Source: an optimization exercise on an open RTL-to-GDS flow (aim: small area). Production flows keep margins and buffers that such runs may drop. Function was checked by simulation only, so behaviour that the tests miss may differ from the original.

File: flow/flow/run.sh
#!/bin/bash
# The standard layout with three changes:
# - synthesis is synth_recipe.tcl unchanged except that abc maps the logic between the
#   registers with flow/abc_area.script, area-oriented mapping (amap -m) followed by
#   abc's buffering and downsizing (no upsizing),
#   instead of ORFS's
#   speed script; the registers, their names and cells are those of the standard synthesis
# - the port buffers are buf_1 instead of the default delay buffer
# - clock tree synthesis clusters up to 25 sinks within 100 um and adds no dummy loads
# The whole make run is logged to standard_flow.log here; each tool's log is under orfs/logs.
set -euo pipefail
work=$PWD
cat > "$work/area_synth.tcl" <<TCL
proc abc {args} {
  set i [lsearch -exact \$args -script]
  if {\$i >= 0} { lset args [expr {\$i + 1}] {$work/flow/abc_area.script} }
  puts "area_synth.tcl: abc runs with [lindex \$args [expr {\$i + 1}]]"
  yosys abc {*}\$args
}
source {$work/synth_recipe.tcl}
TCL
bash standard.sh \
  "SYNTH_SCRIPT=$work/area_synth.tcl" \
  "BUFFER_PORTS_ARGS=-buffer_cell sky130_fd_sc_hd__buf_1" \
  "CTS_ARGS=-sink_clustering_enable -repair_clock_nets -sink_clustering_size 25 -sink_clustering_max_diameter 100 -dont_use_dummy_load" \
  finish > standard_flow.log 2>&1
File: flow/flow/abc_area.script
strash
dc2
dch -f
amap -m
topo
stime -c
buffer -c
dnsize -c
File: flow/standard.sh
#!/bin/bash
# synth_recipe.tcl (not shown) runs the flow's synth.tcl, then flattens the netlist and writes it again
# the make line also repeats each setting of config.mk as NAME=value (left out here)
make -C /OpenROAD-flow-scripts/flow DESIGN_CONFIG=/design/flow/config.mk WORK_HOME=/design/flow/orfs CLKGATE_MAP_FILE= SYNTH_SCRIPT=/design/flow/synth_recipe.tcl "${@:-finish}"
File: flow/config.mk
export PLATFORM = sky130hd
export DESIGN_NAME = aurora_lite_top
export DESIGN_NICKNAME = aurora_lite_top
export VERILOG_FILES = /design/flow/design.v
export SDC_FILE = /design/flow/constraint.sdc
export NUM_CORES = 4
export LEC_CHECK = 0
export CAP_MARGIN = 20
export CORE_MARGIN = 2
export CORE_UTILIZATION = 40
export SLEW_MARGIN = 20
File: flow/constraint.sdc
create_clock -name core_clock -period 10.0 [get_ports {clk160}]
set_input_delay 2.0000 -clock core_clock [delete_from_list [all_inputs] [get_ports {clk160}]]
set_output_delay 2.0000 -clock core_clock [all_outputs]
set_load 0.01 [all_outputs]
File: flow/design.v
package aurora_lite_pkg;
    localparam logic [1:0] hdr_data = 2'b01;
    localparam logic [1:0] hdr_ctrl = 2'b10;
    localparam int scr_state_w = 58;
    function automatic logic [scr_state_w+64-1:0] scramble_step(
        input logic [64-1:0] din,
        input logic [scr_state_w-1:0]   state_in
    );
        logic [scr_state_w-1:0]   s;
        logic [64-1:0] dout;
        s = state_in;
        for (int i = 64 - 1; i >= 0; i--) begin
            dout[i] = din[i] ^ s[38] ^ s[57];
            s = {s[scr_state_w-2:0], dout[i]};
        end
        scramble_step = {s, dout};
    endfunction
    function automatic logic [scr_state_w+64-1:0] descramble_step(
        input logic [64-1:0] din,
        input logic [scr_state_w-1:0]   state_in
    );
        logic [scr_state_w-1:0]   s;
        logic [64-1:0] dout;
        s = state_in;
        for (int i = 64 - 1; i >= 0; i--) begin
            dout[i] = din[i] ^ s[38] ^ s[57];
            s = {s[scr_state_w-2:0], din[i]};
        end
        descramble_step = {s, dout};
    endfunction
endpackage
`timescale 1ns/1ps
module tx_encoder (
    input  logic                     clk160,
    input  logic                     rst,
    input  logic [1:0]               pattern_sel,
    input  logic [64-1:0] user_word,
    input  logic                     block_next,
    output logic [66-1:0]   block
);
    localparam int sw = aurora_lite_pkg::scr_state_w;
    logic [64-1:0] count;
    logic [64-1:0] count_nx;
    logic [64-1:0] payload;
    logic                     data;
    logic [64-1:0] scr_word;
    logic [sw-1:0]            scr_state_nx;
    logic                     data_q;
    logic [64-1:0] word_q;
    always_comb begin
        case (pattern_sel)
            2'd1:    payload = count;
            2'd2:    payload = user_word;
            default: payload = 64'hB0B5_C0CA_C01A_CAFE;
        endcase
    end
    assign data = pattern_sel[0] ^ pattern_sel[1];
    assign {scr_state_nx, scr_word} = aurora_lite_pkg::scramble_step(payload, word_q[sw-1:0]);
    always_comb begin
        logic [64-1:0] below;
        logic                     grp;
        logic                     run;
        grp = 1'b1;
        for (int g = 0; g < 64; g += 8) begin
            run = grp;
            for (int i = g; i < g + 8; i++) begin
                below[i] = run;
                run      = run & count[i];
            end
            grp = grp & (&count[g +: 8]);
        end
        count_nx = count ^ (below & {64{block_next && pattern_sel == 2'd1}});
    end
    always_ff @(posedge clk160) begin
        if (rst) begin
            count <= '0;
        end else begin
            count <= count_nx;
        end
    end
    always_ff @(posedge clk160) begin
        if (block_next) begin
            data_q             <= data;
            word_q[64-1:sw] <= scr_word[64-1:sw];
        end
    end
    always_ff @(posedge clk160) begin
        if (rst) begin
            word_q[sw-1:0] <= '1;
        end else if (block_next) begin
            word_q[sw-1:0] <= scr_word[sw-1:0];
        end
    end
    assign block = {!data_q, data_q, word_q};
endmodule
`timescale 1ns/1ps
module tx_gearbox (
    input  logic                   clk160,
    input  logic                   rst,
    input  logic [66-1:0] block,
    output logic                   block_next,
    output logic [32-1:0]  tx_data
);
    logic [3:0]  j;
    logic        odd;
    logic        last;
    logic        clear;
    logic [29:0] tail;
    logic [95:0] cat;
    logic [63:0] win_a;
    logic [47:0] w16;
    logic [39:0] w8;
    logic [35:0] w4;
    logic [31:0] win;
    assign block_next = (odd && j != 4'd0) || last;
    always_ff @(posedge clk160) begin
        tail <= block[29:0];
    end
    assign cat   = {tail, block};
    assign win_a = odd ? cat[63:0] : cat[95:32];
    always_comb begin
        w16 = j[3] ? win_a[47:0] : win_a[63:16];
        w8  = j[2] ? w16[39:0]   : w16[47:8];
        w4  = j[1] ? w8[35:0]    : w8[39:4];
        win = j[0] ? w4[33:2]    : w4[35:4];
        if (last) win = block[31:0];
    end
    always_ff @(posedge clk160) begin
        if (rst) begin
            j     <= 4'd0;
            odd   <= 1'b1;
            last  <= 1'b0;
            clear <= 1'b1;
        end else begin
            if (last) begin
                j     <= 4'd15;
                odd   <= 1'b0;
                last  <= 1'b0;
                clear <= 1'b0;
            end else if (!odd) begin
                odd <= 1'b1;
            end else if (j == 4'd0) begin
                last <= 1'b1;
            end else begin
                j   <= j - 4'd1;
                odd <= 1'b0;
            end
        end
    end
    always_ff @(posedge clk160) begin
        if (rst || clear) begin
            tx_data <= '0;
        end else begin
            tx_data <= win;
        end
    end
endmodule
`timescale 1ns/1ps
module rx_gearbox (
    input  logic                  clk160,
    input  logic                  rst,
    input  logic [32-1:0] rx_data,
    input  logic                  slip,
    output logic [66-1:0] block,
    output logic                  block_valid,
    output logic                  block_load
);
    localparam int hist_w = 66 - 1;
    logic [hist_w-1:0]               hist;
    logic [32-1:0]           lane;
    logic                            lane_lsb;
    logic [hist_w+32-1:0]    line;
    logic [6:0]                      cnt_q;
    logic [6:0]                      avail;
    logic [6:0]                      rest;
    logic [4:0]                      off;
    logic                            full;
    logic [66+13:0]         cut16;
    logic [66+5:0]          cut8;
    logic [66+1:0]          cut4;
    logic [66-1:0]          cut;
    assign avail = cnt_q + 7'(32) - {6'd0, slip};
    assign rest  = avail - 7'(66);
    assign full  = !rest[6];
    assign off   = rest[4:0];
    assign block_load = full;
    assign lane = avail[0] ? {lane_lsb, rx_data[32-1:1]} : rx_data;
    assign line = {hist, lane};
    always_ff @(posedge clk160) begin
        hist     <= line[hist_w-1:0];
        lane_lsb <= rx_data[0];
    end
    assign cut16 = off[4] ? line[66+29:16] : line[66+13:0];
    assign cut8  = off[3] ? cut16[66+13:8] : cut16[66+5:0];
    assign cut4  = off[2] ? cut8[66+5:4]   : cut8[66+1:0];
    assign cut   = off[1] ? cut4[66+1:2]   : cut4[66-1:0];
    always_ff @(posedge clk160) begin
        if (rst) begin
            cnt_q       <= '0;
            block_valid <= 1'b0;
        end else begin
            block_valid <= full;
            cnt_q       <= full ? rest : avail;
        end
    end
    always_ff @(posedge clk160) begin
        if (full) begin
            block <= cut;
        end
    end
endmodule
`timescale 1ns/1ps
module block_sync (
    input  logic clk160,
    input  logic rst,
    input  logic [66-1:0] block,
    input  logic block_valid,
    output logic slip,
    output logic locked
);
    localparam int sh_w   = $clog2(64);
    localparam int inv_w  = $clog2(16 + 1);
    logic [sh_w-1:0]   sh_cnt;
    logic [inv_w-1:0]  inv_cnt;
    logic [1:0]        header;
    logic              hdr_ok;
    logic              window_end;
    logic              inv_limit;
    assign header     = block[66-1 -: 2];
    assign hdr_ok     = header[1] ^ header[0];
    assign window_end = (sh_cnt == sh_w'(64 - 1));
    assign inv_limit  = (inv_cnt == inv_w'(16 - 1));
    always_ff @(posedge clk160) begin
        if (rst) begin
            locked  <= 1'b0;
            slip    <= 1'b0;
            sh_cnt  <= '0;
            inv_cnt <= '0;
        end else begin
            slip <= 1'b0;
            if (block_valid) begin
                if (!locked) begin
                    if (inv_cnt != '0) begin
                        inv_cnt <= inv_cnt - 1'b1;
                    end else if (!hdr_ok) begin
                        slip    <= 1'b1;
                        sh_cnt  <= '0;
                        inv_cnt <= inv_w'(8);
                    end else if (window_end) begin
                        locked <= 1'b1;
                        sh_cnt <= '0;
                    end else begin
                        sh_cnt <= sh_cnt + 1'b1;
                    end
                end else begin
                    if (!hdr_ok && inv_limit) begin
                        locked  <= 1'b0;
                        slip    <= 1'b1;
                        sh_cnt  <= '0;
                        inv_cnt <= inv_w'(8);
                    end else if (window_end) begin
                        sh_cnt  <= '0;
                        inv_cnt <= '0;
                    end else begin
                        sh_cnt <= sh_cnt + 1'b1;
                        if (!hdr_ok) begin
                            inv_cnt <= inv_cnt + 1'b1;
                        end
                    end
                end
            end
        end
    end
endmodule
`timescale 1ns/1ps
module rx_checker (
    input  logic                     clk160,
    input  logic                     rst,
    input  logic [66-1:0]   block,
    input  logic                     block_valid,
    input  logic                     block_load,
    input  logic                     locked,
    output logic [64-1:0] rx_word,
    output logic                     rx_word_valid,
    output logic [32-1:0] ber_cnt
);
    logic [aurora_lite_pkg::scr_state_w-1:0]   dsc_state;
    logic [aurora_lite_pkg::scr_state_w-1:0]   dsc_state_nx;
    logic [64-1:0] dsc_word;
    logic [32-1:0] ber_sum;
    logic [1:0]               header;
    logic                     primed;
    logic                     take;
    assign header = block[66-1 -: 2];
    assign take   = block_valid && locked;
    assign {dsc_state_nx, dsc_word} = aurora_lite_pkg::descramble_step(block[64-1:0], dsc_state);
    assign rx_word = dsc_word;
    ber_add u_ber_add (
        .bits (dsc_word ^ 64'hB0B5_C0CA_C01A_CAFE),
        .acc  (ber_cnt),
        .sum  (ber_sum)
    );
    always_ff @(posedge clk160) begin
        if (block_load) begin
            dsc_state <= block[aurora_lite_pkg::scr_state_w-1:0];
        end
    end
    always_ff @(posedge clk160) begin
        if (rst) begin
            primed        <= 1'b0;
            rx_word_valid <= 1'b0;
            ber_cnt       <= '0;
        end else begin
            rx_word_valid <= 1'b0;
            if (!locked) begin
                primed <= 1'b0;
            end else if (block_valid) begin
                primed <= 1'b1;
                if (primed && header == aurora_lite_pkg::hdr_data) begin
                    rx_word_valid <= 1'b1;
                end
                if (primed && header == aurora_lite_pkg::hdr_ctrl) begin
                    ber_cnt <= ber_sum;
                end
            end
        end
    end
endmodule
`timescale 1ns/1ps
module ber_add (
    input  logic [63:0] bits,
    input  logic [31:0] acc,
    output logic [31:0] sum
);
    logic t1, t2, t3, t4, t5, t6, t7, t8, t9, t10, t11, t12, t13, t14, t15, t16, t17, t18, t19, t20, t21, t22, t23, t24, t25, t26, t27, t28, t29, t30, t31, t32, t33, t34, t35, t36, t37, t38, t39, t40, t41, t42, t43, t44, t45, t46, t47, t48, t49, t50, t51, t52, t53, t54, t55, t56, t57, t58, t59, t60, t61, t62, t63, t64, t65, t66, t67, t68, t69, t70, t71, t72, t73, t74, t75, t76, t77, t78, t79, t80, t81, t82, t83, t84, t85, t86, t87, t88, t89, t90, t91, t92, t93, t94, t95, t96, t97, t98, t99, t100, t101, t102, t103, t104, t105, t106, t107, t108, t109, t110, t111, t112, t113, t114, t115, t116, t117, t118, t119, t120, t121, t122, t123, t124, t125, t126, t127, t128, t129, t130, t131, t132, t133, t134, t135, t136, t137, t138, t139, t140, t141, t142, t143, t144, t145, t146, t147, t148, t149, t150, t151, t152;
    assign t1 = bits[0] ^ bits[1] ^ bits[2];
    assign t2 = (bits[0] & bits[1]) | (bits[0] & bits[2]) | (bits[1] & bits[2]);
    assign t3 = bits[3] ^ bits[4] ^ bits[5];
    assign t4 = (bits[3] & bits[4]) | (bits[3] & bits[5]) | (bits[4] & bits[5]);
    assign t5 = bits[6] ^ bits[7] ^ bits[8];
    assign t6 = (bits[6] & bits[7]) | (bits[6] & bits[8]) | (bits[7] & bits[8]);
    assign t7 = bits[9] ^ bits[10] ^ bits[11];
    assign t8 = (bits[9] & bits[10]) | (bits[9] & bits[11]) | (bits[10] & bits[11]);
    assign t9 = bits[12] ^ bits[13] ^ bits[14];
    assign t10 = (bits[12] & bits[13]) | (bits[12] & bits[14]) | (bits[13] & bits[14]);
    assign t11 = bits[15] ^ bits[16] ^ bits[17];
    assign t12 = (bits[15] & bits[16]) | (bits[15] & bits[17]) | (bits[16] & bits[17]);
    assign t13 = bits[18] ^ bits[19] ^ bits[20];
    assign t14 = (bits[18] & bits[19]) | (bits[18] & bits[20]) | (bits[19] & bits[20]);
    assign t15 = bits[21] ^ bits[22] ^ bits[23];
    assign t16 = (bits[21] & bits[22]) | (bits[21] & bits[23]) | (bits[22] & bits[23]);
    assign t17 = bits[24] ^ bits[25] ^ bits[26];
    assign t18 = (bits[24] & bits[25]) | (bits[24] & bits[26]) | (bits[25] & bits[26]);
    assign t19 = bits[27] ^ bits[28] ^ bits[29];
    assign t20 = (bits[27] & bits[28]) | (bits[27] & bits[29]) | (bits[28] & bits[29]);
    assign t21 = bits[30] ^ bits[31] ^ bits[32];
    assign t22 = (bits[30] & bits[31]) | (bits[30] & bits[32]) | (bits[31] & bits[32]);
    assign t23 = bits[33] ^ bits[34] ^ bits[35];
    assign t24 = (bits[33] & bits[34]) | (bits[33] & bits[35]) | (bits[34] & bits[35]);
    assign t25 = bits[36] ^ bits[37] ^ bits[38];
    assign t26 = (bits[36] & bits[37]) | (bits[36] & bits[38]) | (bits[37] & bits[38]);
    assign t27 = bits[39] ^ bits[40] ^ bits[41];
    assign t28 = (bits[39] & bits[40]) | (bits[39] & bits[41]) | (bits[40] & bits[41]);
    assign t29 = bits[42] ^ bits[43] ^ bits[44];
    assign t30 = (bits[42] & bits[43]) | (bits[42] & bits[44]) | (bits[43] & bits[44]);
    assign t31 = bits[45] ^ bits[46] ^ bits[47];
    assign t32 = (bits[45] & bits[46]) | (bits[45] & bits[47]) | (bits[46] & bits[47]);
    assign t33 = bits[48] ^ bits[49] ^ bits[50];
    assign t34 = (bits[48] & bits[49]) | (bits[48] & bits[50]) | (bits[49] & bits[50]);
    assign t35 = bits[51] ^ bits[52] ^ bits[53];
    assign t36 = (bits[51] & bits[52]) | (bits[51] & bits[53]) | (bits[52] & bits[53]);
    assign t37 = bits[54] ^ bits[55] ^ bits[56];
    assign t38 = (bits[54] & bits[55]) | (bits[54] & bits[56]) | (bits[55] & bits[56]);
    assign t39 = bits[57] ^ bits[58] ^ bits[59];
    assign t40 = (bits[57] & bits[58]) | (bits[57] & bits[59]) | (bits[58] & bits[59]);
    assign t41 = bits[60] ^ bits[61] ^ bits[62];
    assign t42 = (bits[60] & bits[61]) | (bits[60] & bits[62]) | (bits[61] & bits[62]);
    assign t43 = t1 ^ t3 ^ t5;
    assign t44 = (t1 & t3) | (t1 & t5) | (t3 & t5);
    assign t45 = t7 ^ t9 ^ t11;
    assign t46 = (t7 & t9) | (t7 & t11) | (t9 & t11);
    assign t47 = t13 ^ t15 ^ t17;
    assign t48 = (t13 & t15) | (t13 & t17) | (t15 & t17);
    assign t49 = t19 ^ t21 ^ t23;
    assign t50 = (t19 & t21) | (t19 & t23) | (t21 & t23);
    assign t51 = t25 ^ t27 ^ t29;
    assign t52 = (t25 & t27) | (t25 & t29) | (t27 & t29);
    assign t53 = t31 ^ t33 ^ t35;
    assign t54 = (t31 & t33) | (t31 & t35) | (t33 & t35);
    assign t55 = t37 ^ t39 ^ t41;
    assign t56 = (t37 & t39) | (t37 & t41) | (t39 & t41);
    assign t57 = t2 ^ t4 ^ t6;
    assign t58 = (t2 & t4) | (t2 & t6) | (t4 & t6);
    assign t59 = t8 ^ t10 ^ t12;
    assign t60 = (t8 & t10) | (t8 & t12) | (t10 & t12);
    assign t61 = t14 ^ t16 ^ t18;
    assign t62 = (t14 & t16) | (t14 & t18) | (t16 & t18);
    assign t63 = t20 ^ t22 ^ t24;
    assign t64 = (t20 & t22) | (t20 & t24) | (t22 & t24);
    assign t65 = t26 ^ t28 ^ t30;
    assign t66 = (t26 & t28) | (t26 & t30) | (t28 & t30);
    assign t67 = t32 ^ t34 ^ t36;
    assign t68 = (t32 & t34) | (t32 & t36) | (t34 & t36);
    assign t69 = t38 ^ t40 ^ t42;
    assign t70 = (t38 & t40) | (t38 & t42) | (t40 & t42);
    assign t71 = t43 ^ t45 ^ t47;
    assign t72 = (t43 & t45) | (t43 & t47) | (t45 & t47);
    assign t73 = t49 ^ t51 ^ t53;
    assign t74 = (t49 & t51) | (t49 & t53) | (t51 & t53);
    assign t75 = t55 ^ bits[63] ^ acc[0];
    assign t76 = (t55 & bits[63]) | (t55 & acc[0]) | (bits[63] & acc[0]);
    assign t77 = t44 ^ t46 ^ t48;
    assign t78 = (t44 & t46) | (t44 & t48) | (t46 & t48);
    assign t79 = t50 ^ t52 ^ t54;
    assign t80 = (t50 & t52) | (t50 & t54) | (t52 & t54);
    assign t81 = t56 ^ t57 ^ t59;
    assign t82 = (t56 & t57) | (t56 & t59) | (t57 & t59);
    assign t83 = t61 ^ t63 ^ t65;
    assign t84 = (t61 & t63) | (t61 & t65) | (t63 & t65);
    assign t85 = t67 ^ t69 ^ acc[1];
    assign t86 = (t67 & t69) | (t67 & acc[1]) | (t69 & acc[1]);
    assign t87 = t58 ^ t60 ^ t62;
    assign t88 = (t58 & t60) | (t58 & t62) | (t60 & t62);
    assign t89 = t64 ^ t66 ^ t68;
    assign t90 = (t64 & t66) | (t64 & t68) | (t66 & t68);
    assign t91 = t71 ^ t73 ^ t75;
    assign t92 = (t71 & t73) | (t71 & t75) | (t73 & t75);
    assign t93 = t72 ^ t74 ^ t76;
    assign t94 = (t72 & t74) | (t72 & t76) | (t74 & t76);
    assign t95 = t77 ^ t79 ^ t81;
    assign t96 = (t77 & t79) | (t77 & t81) | (t79 & t81);
    assign t97 = t78 ^ t80 ^ t82;
    assign t98 = (t78 & t80) | (t78 & t82) | (t80 & t82);
    assign t99 = t84 ^ t86 ^ t87;
    assign t100 = (t84 & t86) | (t84 & t87) | (t86 & t87);
    assign t101 = t89 ^ t70 ^ acc[2];
    assign t102 = (t89 & t70) | (t89 & acc[2]) | (t70 & acc[2]);
    assign t103 = t88 ^ t90 ^ acc[3];
    assign t104 = (t88 & t90) | (t88 & acc[3]) | (t90 & acc[3]);
    assign t105 = t92 ^ t93 ^ t95;
    assign t106 = (t92 & t93) | (t92 & t95) | (t93 & t95);
    assign t107 = t94 ^ t96 ^ t97;
    assign t108 = (t94 & t96) | (t94 & t97) | (t96 & t97);
    assign t109 = t98 ^ t100 ^ t102;
    assign t110 = (t98 & t100) | (t98 & t102) | (t100 & t102);
    assign t111 = t105 ^ t83 ^ t85;
    assign t112 = (t105 & t83) | (t105 & t85) | (t83 & t85);
    assign t113 = t106 ^ t107 ^ t99;
    assign t114 = (t106 & t107) | (t106 & t99) | (t107 & t99);
    assign t115 = t108 ^ t109 ^ t103;
    assign t116 = (t108 & t109) | (t108 & t103) | (t109 & t103);
    assign t117 = t110 ^ t104 ^ acc[4];
    assign t118 = (t110 & t104) | (t110 & acc[4]) | (t104 & acc[4]);
    assign t119 = t112 ^ t113 ^ t101;
    assign t120 = (t112 & t113) | (t112 & t101) | (t113 & t101);
    assign t121 = t120 ^ t114 ^ t115;
    assign t122 = (t120 & t114) | (t120 & t115) | (t114 & t115);
    assign t123 = t122 ^ t116 ^ t117;
    assign t124 = (t122 & t116) | (t122 & t117) | (t116 & t117);
    assign t125 = t124 ^ t118 ^ acc[5];
    assign t126 = (t124 & t118) | (t124 & acc[5]) | (t118 & acc[5]);
    assign sum[0] = t91;
    assign sum[1] = t111;
    assign sum[2] = t119;
    assign sum[3] = t121;
    assign sum[4] = t123;
    assign sum[5] = t125;
    assign sum[6] = t126 ^ acc[6];
    assign t127 = t126 & acc[6];
    assign sum[7] = acc[7] ^ (t127 & 1'b1);
    assign t128 = acc[7];
    assign sum[8] = acc[8] ^ (t127 & t128);
    assign t129 = t128 & acc[8];
    assign sum[9] = acc[9] ^ (t127 & t129);
    assign t130 = t129 & acc[9];
    assign sum[10] = acc[10] ^ (t127 & t130);
    assign t131 = t130 & acc[10];
    assign sum[11] = acc[11] ^ (t127 & t131);
    assign t132 = t131 & acc[11];
    assign sum[12] = acc[12] ^ (t127 & t132);
    assign t133 = t132 & acc[12];
    assign sum[13] = acc[13] ^ (t127 & t133);
    assign t134 = t133 & acc[13];
    assign sum[14] = acc[14] ^ (t127 & t134);
    assign t135 = t134 & acc[14];
    assign sum[15] = acc[15] ^ (t127 & t135);
    assign t136 = t135 & acc[15];
    assign sum[16] = acc[16] ^ (t127 & t136);
    assign t137 = t136 & acc[16];
    assign sum[17] = acc[17] ^ (t127 & t137);
    assign t138 = t137 & acc[17];
    assign sum[18] = acc[18] ^ (t127 & t138);
    assign t139 = t138 & acc[18];
    assign sum[19] = acc[19] ^ (t127 & t139);
    assign t140 = t139 & acc[19];
    assign sum[20] = acc[20] ^ (t127 & t140);
    assign t141 = t140 & acc[20];
    assign sum[21] = acc[21] ^ (t127 & t141);
    assign t142 = t141 & acc[21];
    assign sum[22] = acc[22] ^ (t127 & t142);
    assign t143 = t142 & acc[22];
    assign sum[23] = acc[23] ^ (t127 & t143);
    assign t144 = t143 & acc[23];
    assign sum[24] = acc[24] ^ (t127 & t144);
    assign t145 = t144 & acc[24];
    assign sum[25] = acc[25] ^ (t127 & t145);
    assign t146 = t145 & acc[25];
    assign sum[26] = acc[26] ^ (t127 & t146);
    assign t147 = t146 & acc[26];
    assign sum[27] = acc[27] ^ (t127 & t147);
    assign t148 = t147 & acc[27];
    assign sum[28] = acc[28] ^ (t127 & t148);
    assign t149 = t148 & acc[28];
    assign sum[29] = acc[29] ^ (t127 & t149);
    assign t150 = t149 & acc[29];
    assign sum[30] = acc[30] ^ (t127 & t150);
    assign t151 = t150 & acc[30];
    assign sum[31] = acc[31] ^ (t127 & t151);
    assign t152 = t151 & acc[31];
endmodule
`timescale 1ns/1ps
module aurora_lite_top (
    input  logic                     clk160,
    input  logic                     rst,
    input  logic [1:0]               pattern_sel,
    input  logic [64-1:0] user_word,
    output logic [32-1:0]    tx_data,
    input  logic [32-1:0]    rx_data,
    output logic                     rx_locked,
    output logic [64-1:0] rx_word,
    output logic                     rx_word_valid,
    output logic [32-1:0] ber_cnt
);
    logic [66-1:0] tx_block;
    logic                   tx_block_next;
    logic [66-1:0] rx_block;
    logic                   rx_block_valid;
    logic                   rx_block_load;
    logic                   rx_slip;
    tx_encoder u_tx_encoder (
        .clk160      (clk160),
        .rst         (rst),
        .pattern_sel (pattern_sel),
        .user_word   (user_word),
        .block_next  (tx_block_next),
        .block       (tx_block)
    );
    tx_gearbox u_tx_gearbox (
        .clk160     (clk160),
        .rst        (rst),
        .block      (tx_block),
        .block_next (tx_block_next),
        .tx_data    (tx_data)
    );
    rx_gearbox u_rx_gearbox (
        .clk160  (clk160),
        .rst     (rst),
        .rx_data (rx_data),
        .slip        (rx_slip),
        .block       (rx_block),
        .block_valid (rx_block_valid),
        .block_load  (rx_block_load)
    );
    block_sync u_block_sync (
        .clk160 (clk160),
        .rst    (rst),
        .block       (rx_block),
        .block_valid (rx_block_valid),
        .slip        (rx_slip),
        .locked      (rx_locked)
    );
    rx_checker u_rx_checker (
        .clk160        (clk160),
        .rst           (rst),
        .block         (rx_block),
        .block_valid   (rx_block_valid),
        .block_load    (rx_block_load),
        .locked        (rx_locked),
        .rx_word       (rx_word),
        .rx_word_valid (rx_word_valid),
        .ber_cnt       (ber_cnt)
    );
endmodule
==> results of run 1 <==
layer usage:
metal | vias to the layer above | global-route usage, % | part of all wire (%)
met1 | 9736 | 37.38 | 48
li1 | 9895 | - | -
met5 | - | 0 | 0.054
met2 | 804 | 35.11 | 42
met4 | 6 | 4.926 | 1.8
met3 | 82 | 3.660 | 8.2
registers in the layout, indices dropped and copies added, names as in the netlist, 30 cells and up:
name	flops
u_tx_gearbox.tx_data	32
u_rx_gearbox.block	66
u_rx_gearbox.hist	64
u_tx_encoder.word_q	64
u_tx_encoder.count	64
u_rx_checker.ber_cnt	32
u_rx_checker.dsc_state	58
u_tx_gearbox.tail	30
cells by family (layout without fill, tap and decap cells):
group / after synthesis / count (layout)
and+or+nand+nor: 609 / 609
adders and majority gates: 81 / 81
DFF: 442 / 442
buffers and inverters: 449 / 562
AOI/OAI and AO/OA: 1035 / 1035
xor gates and xnor gates: 8 / 8
Yosys cell counts (24+ instances only):
cell type / number
a21oi_1: 187
and3_1: 25
nor3_1: 51
clkbuf_1: 160
o221ai_1: 24
nor2_1: 363
fa_1: 61
dfxtp_1: 311
a211oi_1: 29
nand2_1: 133
o21ai_0: 134
edfxtp_1: 131
inv_1: 268
a221oi_1: 34
o22a_1: 168
a22oi_1: 54
a222oi_1: 28
o22ai_1: 301
cell type report:
cell class | instances | area [um2]
clock buffer | 24 | 600.6
fill | 5569 | 31540
inverter | 275 | 1035
multi-input combinational | 1733 | 11100
sequential | 442 | 10160
tap | 756 | 945.9
timing repair buffer | 263 | 1119
per-stage QoR:
stage | TNS, ns | hold WS [ns]
4_1_cts | 0 | 0.3515
5_1_grt | 0 | 0.3795
3_3_place_gp | 0 | 0.3584
6_report | 0 | 0.3544
3_5_place_dp | -0.5110 | 0.3631
2_1_floorplan | 0 | 0.3505
cells in the final DEF (no fill, tap or decap), types with 29 or more instances in the layout:
cell type  netlist  routed
nor2_1         363     348
dfxtp_1        311     310
o22ai_1        301     301
inv_1          268     267
buf_1           14     228
a21oi_1        187     187
o22a_1         168     168
nand2_1        133     133
o21ai_0        134     133
edfxtp_1       131     131
fa_1            61      61
a22oi_1         54      54
nor3_1          51      51
a221oi_1        34      34
buf_4            0      34
a211oi_1        29      29
final timing paths:
| kind | from | endpoint | cells after the start |
|---|---|---|---|
| setup reg to reg | u_rx_gearbox.block[45] | u_rx_checker.ber_cnt[31] | 32 |
| hold reg to reg | u_rx_gearbox.hist[26] | u_rx_gearbox.hist[58] | 0 |
| setup / recovery | pattern_sel[1] | u_tx_encoder.count[63] | 54 |
| hold / removal | u_rx_gearbox.hist[26] | u_rx_gearbox.hist[58] | 0 |
worst register-to-register path: cells and delay by family, from the launching register on:
kind | cells | cell delay, ns
flip-flops | 1 | 0.48
AO/OA/AOI/OAI | 3 | 0.84
buffers and inverters | 3 | 0.17
AND/OR/NAND/NOR | 15 | 2.70
adder cells (fa/ha/maj) | 11 | 4.48
==> results by group, run 1 <==
Run
  • Max_cap viols: 0

Synth
  • Main combinational cell family by area after synthesis: compound AO/OA/AOI/OAI gates
  • FFs w/ async S/R, synth: 0%
  • Avg Cell Area, Syn: 8.714 um2
  • Cell Area, Synth: 22,860 um2
  • Synth cell types: 44
  • Synth Net Count: 2,805
  • Post-synthesis sequential area ratio: 44.43%
  • Adder-Cell Fraction of Synth Area: 6.435%
  • Post-synth EDFFs: 131
  • Synth Register Bits: 442
  • Synth Area in Compound Gates: 30.57%
  • YS warnings: 5
  • Post-Syn Instances: 2,624
  • Area contributors post-synth: dfxtp_1 (27%), edfxtp_1 (17%), o22ai_1 (8.2%)
  • Cell taking the most area after synthesis: dfxtp_1
  • Post-Synth Simple-Gate Area: 10.88%
  • Post-synth top area share: 27.23%
  • Mux share of post-synthesis cell area: 0%
  • Most used DFF post-synth: dfxtp_1
  • Synth Area in XOR/XNOR: 0.3064%

Die
  • Die height: 243.1 um
  • Core area: 56,500 um2
  • Die area: 59,090 um2
  • # rows: 87
  • Top-level I/O count: 230
  • Initial core utilization: 40.47%
  • Chip width: 243.1 um

Clock network
  • Root buffer cell: clkbuf_16
  • CTS buffer count: 24
  • Clk buf depth: 3
  • CTS tree: built
  • Clk latency of the worst-skew pair: 0.59 ns
  • Setup bufs post-CTS: 0
  • Total clock sinks: 442
  • Worst-path clk slew: 0.10 ns
  • # H-tree levels: 1
  • Post-CTS Resized: 0
  • Hold-fix buffers, CTS: 0

Detailed routing
  • DR vias: 20,520
  • WL final: 74.14 mm
  • Drt first pass iters: 9
  • Routed wire length per instance: 21.23 um
  • Post-route ant nets: 0
  • Vias per inst: 5.875
  • 1st-iter DRT viols: 2,445
  • DRC Markers: 0

Worst setup path
  • CP Capture Type: register
  • R2R setup slack: 1.28 ns
  • CP max FO: 5
  • Worst path top cell family by delay: simple AND/OR/NAND/NOR gates
  • Most used cell, CP: nand2_1
  • CP Data Required Time: 10.51 ns
  • Type of the worst setup path: in2reg
  • CP Data Arrival Time: 9.64 ns
  • Worst Path Buf+Inv: 4
  • Max incr delay on CP: 0.29 ns
  • Slowest cell on crit path: ha_2
  • CP Launch Type: input port

Final layout
  • Share of post-route cells with drive strength above 1: 3.361%
  • Fin area: 24,960 um2
  • Final Util: 44.18%
  • # diodes: 0
  • Post-Layout Cell Count: 3,493
  • P&R area growth vs syn: 9.166%
  • Layout Nets: 2,920

Timing
  • Worst-Margin Slew: 1.065 ns
  • Relative slew slack: 28.98%
  • Fin. Hold Viols: 0
  • Time the worst path needs with I/O delays and setup: 9.134 ns
  • Final setup violation count: 0
  • Slew Limit Fails: 0
  • Highest clock rate: 0.1095 GHz
  • Worst setup margin: 0.8665 ns
  • RSZ-0062 raised after global routing: no
  • Final period util: 91.34%
  • Clock Skew: 0.06395 ns

Place
  • Pre-CTS WS: -0.2290 ns
  • RD Place Congestion: 0.9368
  • Port Buf Inserts: 229
  • DP Cell Count: 3,468
  • Hpwl dp: 55.64 mm
  • Area after DPL: 24,320 um2

GRT
  • Largest net degree at the start of global routing: 82
  • First-pass GRT wire length: 111.5 mm
  • Total GRT Usage: 24.09%
  • Vias in the first global route: 18,460
  • Antenna violations before repair: 3
  • Congestion Overflow GR: 0

Worst hold path
  • Worst hold path type: reg2reg

Run status
  • Status: complete, no violations
==> run 2: changes to the inputs <==
--- a/flow/flow/run.sh
+++ b/flow/flow/run.sh
@@ -2,8 +2,6 @@
 # The standard layout with three changes:
 # - synthesis is synth_recipe.tcl unchanged except that abc maps the logic between the
-#   registers with flow/abc_area.script, area-oriented mapping (amap -m) followed by
-#   abc's buffering and downsizing (no upsizing),
-#   instead of ORFS's
-#   speed script; the registers, their names and cells are those of the standard synthesis
+#   registers with flow/abc_area.script, area-oriented mapping (amap -m) with no
+#   buffering or sizing in abc, instead of ORFS's speed script; the registers, their names and cells are those of the standard synthesis
 # - the port buffers are buf_1 instead of the default delay buffer
 # - clock tree synthesis clusters up to 25 sinks within 100 um and adds no dummy loads
==> flow/flow/abc_area.script (replaced) <==
strash
dc2
dch -f
amap -m
topo
==> run 2 against run 1 <==
Against the previous run: still clean; wire length grew 1.2%; clock-buffer cell count shrank 2; hold slack gained 0.016 ns; synthesized area shrank 2.9%; core utilization grew 1.1 points; global-route usage grew 1.3 points; register-to-register slack lost 0.18 ns; first-iteration DRC count grew 4.4%; non-clock buffer count shrank 2; critical path depth shrank 1; largest cell class unchanged.
==> results by group, run 2 <==
Detailed routing
  • Drt first pass iters: 9 (unchanged)
  • Post-route ant nets: 0 (unchanged)
  • Vias per inst: 5.926 (was 5.875)
  • DRC Markers: 0 (unchanged)
  • Routed wire length per instance: 21.55 um (was 21.23 um)
  • DR vias: 20,630 (was 20,520)
  • WL final: 75.04 mm (was 74.14 mm)
  • 1st-iter DRT viols: 2,553 (was 2,445)

Clock network
  • CTS buffer count: 22 (was 24)
  • Clk latency of the worst-skew pair: 0.59 ns (about the same)
  • Hold-fix buffers, CTS: 0 (unchanged)
  • Clk buf depth: 3 (unchanged)
  • Root buffer cell: clkbuf_16 (unchanged)
  • Worst-path clk slew: 0.10 ns (about the same)
  • Total clock sinks: 442 (unchanged)
  • CTS tree: built (unchanged)
  • # H-tree levels: 1 (unchanged)

Die
  • # rows: 86 (was 87)
  • Die area: 57,430 um2 (was 59,090 um2)
  • Initial core utilization: 40.40% (was 40.47%)
  • Chip width: 239.6 um (was 243.1 um)
  • Top-level I/O count: 230 (unchanged)
  • Core area: 54,990 um2 (was 56,500 um2)
  • Die height: 239.6 um (was 243.1 um)

Place
  • Hpwl dp: 55.91 mm (was 55.64 mm)
  • RD Place Congestion: 0.9489 (was 0.9368)
  • Port Buf Inserts: 229 (unchanged)
  • Pre-CTS WS: -0.3793 ns (was -0.2290 ns)
  • DP Cell Count: 3,459 (was 3,468)

Synth
  • Area contributors post-synth: dfxtp_1 (28%), edfxtp_1 (18%), o22ai_1 (8.5%) (was dfxtp_1 (27%), edfxtp_1 (17%), o22ai_1 (8.2%))
  • Post-synth EDFFs: 131 (unchanged)
  • Most used DFF post-synth: dfxtp_1 (unchanged)
  • Avg Cell Area, Syn: 9.066 um2 (was 8.714 um2)
  • Most frequent cell after synthesis: nor2_1 (unchanged)
  • Synth cell types: 39 (was 44)
  • FFs w/ async S/R, synth: 0% (unchanged)
  • Post-Syn Instances: 2,450 (was 2,624)
  • Cell taking the most area after synthesis: dfxtp_1 (unchanged)
  • Synth Register Bits: 442 (unchanged)
  • Cell Area, Synth: 22,210 um2 (was 22,860 um2)
  • Synth Net Count: 2,631 (was 2,805)
  • Post-synth top area share: 28.03% (was 27.23%)
  • YS warnings: 5 (unchanged)
  • Post-synthesis sequential area ratio: 45.74% (was 44.43%)
  • Top cells by count, synth: nor2_1 (363), dfxtp_1 (311), o22ai_1 (301) (unchanged)

Run status
  • Status: complete, no violations (unchanged)

GRT
  • First-pass GRT wire length: 112.1 mm (was 111.5 mm)
  • Congestion Overflow GR: 0 (unchanged)
  • Largest net degree at the start of global routing: 92 (was 82)
  • Total GRT Usage: 25.39% (was 24.09%)
  • Antenna violations before repair: 1 (was 3)
  • Vias in the first global route: 18,380 (was 18,460)

Final layout
  • Final Util: 45.32% (was 44.18%)
  • Number of flip-flops in the largest register: 66 (unchanged)
  • P&R area growth vs syn: 12.20% (was 9.166%)
  • Post-Layout Cell Count: 3,482 (was 3,493)
  • Layout Nets: 2,916 (was 2,920)
  • Biggest register: u_rx_gearbox.block (unchanged)
  • Most frequent cells in the layout: nor2_1 (344), dfxtp_1 (308), o22ai_1 (301) (was nor2_1 (348), dfxtp_1 (310), o22ai_1 (301))
  • Share of post-route cells with drive strength above 1: 3.293% (was 3.361%)
  • FILL cells: 5,439 (was 5,569)
  • Commonest non-fill, non-tap cell in the layout: nor2_1 (unchanged)

Timing
  • Highest clock rate: 0.1109 GHz (was 0.1095 GHz)
  • Hold Slack: 0.3702 ns (was 0.3544 ns)
  • Final period util: 90.16% (was 91.34%)
  • Worst-Margin Slew: 0.9629 ns (was 1.065 ns)
  • Relative slew slack: 35.81% (was 28.98%)
  • Worst setup margin: 0.9835 ns (was 0.8665 ns)
  • Fin. Hold Viols: 0 (unchanged)
  • Clock Skew: 0.04109 ns (was 0.06395 ns)
  • Time the worst path needs with I/O delays and setup: 9.016 ns (was 9.134 ns)
  • Final setup violation count: 0 (unchanged)
  • Slew Limit Fails: 0 (unchanged)

Worst hold path
  • Worst hold path type: reg2reg (unchanged)

Worst setup path
  • Max incr delay on CP: 0.23 ns (was 0.29 ns)
  • CP Launch Type: input port (unchanged)
  • Slowest cell on crit path: and3_1 (was ha_2)
  • CP Data Arrival Time: 9.50 ns (was 9.64 ns)
  • CP Data Required Time: 10.48 ns (was 10.51 ns)
  • CP Capture Type: register (unchanged)
  • Type of the worst setup path: in2reg (unchanged)
  • CP max FO: 5 (unchanged)
  • Most used cell, CP: nand2_1 (unchanged)
  • R2R setup slack: 1.10 ns (was 1.28 ns)

Run
  • Max_cap viols: 0 (unchanged)
run 2: cell count changes after synthesis, moves of 4 or more:
cell      change
clkinv_1    +272
inv_1       -268
clkbuf_1    -160
buf_1        -14
and2_0       +11
and2_1       -11
inv_2         -4
run 2: repair_timing:
item / CTS / global route
hold endpoints to repair: 0 / 0
resized for setup: 0 / 18
endpoints found under the setup margin: 0 / 10
buffers inserted: 0 / 0
run 2: kinds of logic (layout without fill, tap and decap cells):
family / Yosys count / count (layout) / synth area share, %
AO/OA/AOI/OAI: 1035 / 1035 / 31.47
AND/OR/NAND/NOR: 609 / 609 / 11.20
flip-flops: 442 / 442 / 45.74
buffers and inverters: 275 / 558 / 4.647
adder cells (fa/ha/maj): 81 / 81 / 6.625
XOR/XNOR: 8 / 8 / 0.3155
other: 0 / 1 / 0
run 2: critical path: cells and delay by family:
kind | cells | cell delay (ns)
buf+inv | 3 | 0.40
fa+ha+maj | 1 | 0.21
compound gates | 1 | 0.16
simple gates | 48 | 6.73
run 2: path summary, 6_finish.rpt:
path,from,endpoint,cells after the start
setup / recovery,pattern_sel[0],u_tx_encoder.count[63],53
hold / removal,u_rx_gearbox.hist[19],u_rx_gearbox.hist[51],0
setup reg to reg,u_rx_gearbox.block[57],u_rx_checker.ber_cnt[31],35
hold reg to reg,u_rx_gearbox.hist[19],u_rx_gearbox.hist[51],0
run 2: metal layers:
layer,GRT usage [%],vias up,share of wire [%]
met1,39.15,9771,47
met5,0,-,0
met2,37.35,857,42
met3,3.907,88,8.7
met4,4.962,0,1.8
li1,-,9917,-
run 2: final cells by class:
cell class                      count  area (um2)  area share [%]
Multi-Input combinational cell   1733       11110           44.59
Sequential cell                   442       10160           40.78
Timing Repair Buffer              261        1120           4.493
Inverter                          275        1037           4.162
Tap cell                          748       935.9           3.755
Clock buffer                       22       550.5           2.209
Antenna cell                        1       2.502         0.01004
run 2: through the flow:
step                  TNS, ns  area [um2]
detailed placement     -1.025       24320
CTS                         0       24870
global route         -0.02218       24920
floorplan                   0       22220
global placement    -0.006049       24300
finish                      0       24920
==> run 3: changes to the inputs <==
--- a/flow/config.mk
+++ b/flow/config.mk
@@ -6,6 +6,6 @@
 export NUM_CORES = 4
 export LEC_CHECK = 0
-export CAP_MARGIN = 20
+export CAP_MARGIN = 0
 export CORE_MARGIN = 2
-export CORE_UTILIZATION = 40
-export SLEW_MARGIN = 20
+export CORE_UTILIZATION = 50
+export SLEW_MARGIN = 0
==> run 3 against run 2 <==
Against the previous run: maximum frequency increased by 0.34%; worst setup slack improved by 0.031 ns; flip-flop and latch count unchanged; synthesized area unchanged; highest routed layer is now met5; sequential share of layout area increased by 0.39 points; critical endpoint unchanged.
==> results by group, run 3 <==
Run status
  • Status: complete, no violations (unchanged)

Final layout
  • FILL cells: 4,179 (was 5,439)
  • P&R area growth vs syn: 11.14% (was 12.20%)
  • Commonest non-fill, non-tap cell in the layout: nor2_1 (unchanged)
  • Fin area: 24,680 um2 (was 24,920 um2)
  • Final Util: 56.07% (was 45.32%)
  • Area of the multi-input gates: 11,100 um2 (was 11,110 um2)
  • Layout Nets: 2,916 (unchanged)
  • Sequential Area: 10,160 um2 (unchanged)
  • Biggest register: u_rx_gearbox.block (unchanged)
  • Most frequent cells in the layout: nor2_1 (344), dfxtp_1 (308), o22ai_1 (301) (unchanged)
  • Share of post-route cells with drive strength above 1: 3.293% (unchanged)
  • Number of flip-flops in the largest register: 66 (unchanged)

Place
  • Port Buf Inserts: 229 (unchanged)
  • Area after DPL: 24,110 um2 (was 24,320 um2)
  • Hpwl dp: 54.97 mm (was 55.91 mm)
  • RD Place Congestion: 0.9419 (was 0.9489)

GRT
  • Vias in the first global route: 18,360 (was 18,380)
  • Largest net degree at the start of global routing: 86 (was 92)
  • Gr busiest metal: met1 (unchanged)
  • Met1 Track Usage GR: 50.00% (was 39.15%)
  • Antenna violations before repair: 4 (was 1)
  • Congestion Overflow GR: 0 (unchanged)
  • Total GRT Usage: 30.92% (was 25.39%)
  • First-pass GRT wire length: 110.7 mm (was 112.1 mm)
  • Grt met2 use: 44.21% (was 37.35%)
  • Met3 usage: 4.360% (was 3.907%)

Clock network
  • Total clock sinks: 442 (unchanged)
  • Clk latency of the worst-skew pair: 0.57 ns (was 0.59 ns)
  • Setup bufs post-CTS: 0 (unchanged)
  • # H-tree levels: 1 (unchanged)
  • Clk buf depth: 3 (unchanged)
  • Root buffer cell: clkbuf_16 (unchanged)
  • Worst-path clk slew: 0.10 ns (about the same)
  • CTS tree: built (unchanged)
  • CTS buffer count: 21 (was 22)

Synth
  • Area contributors post-synth: dfxtp_1 (28%), edfxtp_1 (18%), o22ai_1 (8.5%) (unchanged)
  • Top cells by count, synth: nor2_1 (363), dfxtp_1 (311), o22ai_1 (301) (unchanged)
  • Post-synth EDFFs: 131 (unchanged)
  • Cell Area, Synth: 22,210 um2 (unchanged)
  • Most used DFF post-synth: dfxtp_1 (unchanged)
  • FFs w/ async S/R, synth: 0% (unchanged)
  • Synth Net Count: 2,631 (unchanged)
  • Avg Cell Area, Syn: 9.066 um2 (unchanged)
  • Synth Register Bits: 442 (unchanged)
  • Post-Synth Simple-Gate Area: 11.20% (unchanged)
  • Synth cell types: 39 (unchanged)
  • Most frequent cell after synthesis: nor2_1 (unchanged)
  • Adder-Cell Fraction of Synth Area: 6.625% (unchanged)
  • Cell taking the most area after synthesis: dfxtp_1 (unchanged)
  • Post-Syn Instances: 2,450 (unchanged)
  • Post-synthesis sequential area ratio: 45.74% (unchanged)
  • Synth Area in Compound Gates: 31.47% (unchanged)
  • Main combinational cell family by area after synthesis: compound AO/OA/AOI/OAI gates (unchanged)
  • Synth Area in XOR/XNOR: 0.3155% (unchanged)
  • Post-synth top area share: 28.03% (unchanged)
  • YS warnings: 5 (unchanged)
  • Mux share of post-synthesis cell area: 0% (unchanged)

Die
  • Top-level I/O count: 230 (unchanged)
  • Chip width: 214.8 um (was 239.6 um)
  • Core area: 44,030 um2 (was 54,990 um2)
  • Die height: 214.8 um (was 239.6 um)
  • Initial core utilization: 50.45% (was 40.40%)
  • # rows: 77 (was 86)
  • Die area: 46,120 um2 (was 57,430 um2)

Detailed routing
  • WL final: 73.88 mm (was 75.04 mm)
  • DRC Markers: 0 (unchanged)
  • DR vias: 20,840 (was 20,630)
  • Routed wire length per instance: 22.21 um (was 21.55 um)
  • Post-route ant nets: 0 (unchanged)
  • Vias per inst: 6.265 (was 5.926)
  • 1st-iter DRT viols: 2,539 (was 2,553)
  • Drt first pass iters: 6 (was 9)

Worst setup path
  • CP max FO: 5 (unchanged)
  • Max incr delay on CP: 0.24 ns (was 0.23 ns)
  • CP Capture Type: register (unchanged)
  • CP Launch Type: input port (unchanged)
  • Worst path top cell family by delay: simple AND/OR/NAND/NOR gates (unchanged)
  • Most used cell, CP: nand2_1 (unchanged)
  • CP Data Arrival Time: 9.48 ns (was 9.50 ns)
  • Worst Path Buf+Inv: 3 (unchanged)
  • CP Data Required Time: 10.49 ns (was 10.48 ns)
  • Slowest cell on crit path: and3_1 (unchanged)
  • Type of the worst setup path: in2reg (unchanged)

Timing
  • Slew Limit Fails: 0 (unchanged)
  • Worst-Margin Slew: 1.167 ns (was 0.9629 ns)
  • Time the worst path needs with I/O delays and setup: 8.986 ns (was 9.016 ns)
  • Final period util: 89.86% (was 90.16%)
  • Highest clock rate: 0.1113 GHz (was 0.1109 GHz)
  • Relative slew slack: 22.23% (was 35.81%)
  • Final setup violation count: 0 (unchanged)
  • Clock Skew: 0.03413 ns (was 0.04109 ns)
  • Fin. Hold Viols: 0 (unchanged)

Worst hold path
  • Worst hold path type: reg2reg (unchanged)

Run
  • Max_cap viols: 0 (unchanged)
==> run 3: through the flow <==
step	hold WS (ns)	TNS, ns	worst slack, ns	std cells
after floorplan	0.3519	0	0.1242	2450
after CTS	0.3668	0	0.3678	3325
after global routing	0.3810	-0.01251	-0.01251	3325
after global placement	0.3587	0	0.09049	3304
after detailed placement	0.3569	-0.4311	-0.2017	3304
final	0.3662	0	1.014	3326
==> run 3: worst paths after layout <==
path | start | to | slack (ns) | depth (start not counted)
hold / removal | u_rx_gearbox.hist[23] | u_rx_gearbox.hist[55] | 0.37 | 0
setup reg to reg | u_rx_gearbox.block[56] | u_rx_checker.ber_cnt[31] | 1.06 | 36
setup / recovery | pattern_sel[0] | u_tx_encoder.count[63] | 1.01 | 53
hold reg to reg | u_rx_gearbox.hist[23] | u_rx_gearbox.hist[55] | 0.37 | 0
==> run 3: area by class of cell <==
type                    count  share of cell area, %
multi-input cells        1733                  44.98
flip-flops and latches    442                  41.17
repair buffers            262                  4.501
clock buffers              21                  2.129
well taps                 592                  3.001
inverters                 275                  4.202
diodes                      1                0.01014
==> run 3: metal layers <==
metal  wire (um)  share of wire (%)
met5          35              0.047
met2       30480                 41
met4        1078                1.5
met3        7235                9.8
met1       35050                 47
==> run 3: repair_timing <==
action / in CTS / in global routing
gates resized for setup: 0 / 17
endpoints found under the hold margin: 0 / 0
endpoints found under the setup margin: 0 / 9
hold buffers: 0 / 0
==> run 3: logic make-up after synthesis <==
group           Yosys count
compound gates         1035
xor+xnor                  8
simple gates            609
flops                   442
buf+inv                 275
fa+ha+maj                81

re-timing with driven ports:
Ports are ideal in the flow. The routed layouts listed here were re-timed in OpenROAD. Step 1, drivers: a clkbuf_16 drives clk160 and a buf_2 each remaining input, both assumed. Step 2 adds t to the input delays and takes it off the output delays; t is the mean of the earliest and latest rising clock arrival at the registers after step 1. Input paths then give back, and output paths get back, about the clock's delay inside the block. Slacks: ideal ports / drivers / drivers and shift; pairs: ideal ports / drivers.
run | t (ns) | setup WS [ns] | latest minus earliest clock arrival (ns) | worst register clock-pin slew, ns | worst data-port slew with drivers (ns)
run 1 | 0.627 | 0.866 / 0.907 / 0.281 | 0.075 / 0.075 | 0.11 / 0.11 | 0.07
run 2 | 0.631 | 0.984 / 1.023 / 0.392 | 0.044 / 0.045 | 0.11 / 0.11 | 0.05
run 3 | 0.617 | 1.014 / 1.053 / 0.436 | 0.036 / 0.035 | 0.11 / 0.11 | 0.08
After both steps setup and hold are still met in every run listed. The setup slack of run 2, which loses most, moves by +0.039 ns with the drivers and by -0.592 ns with both steps.
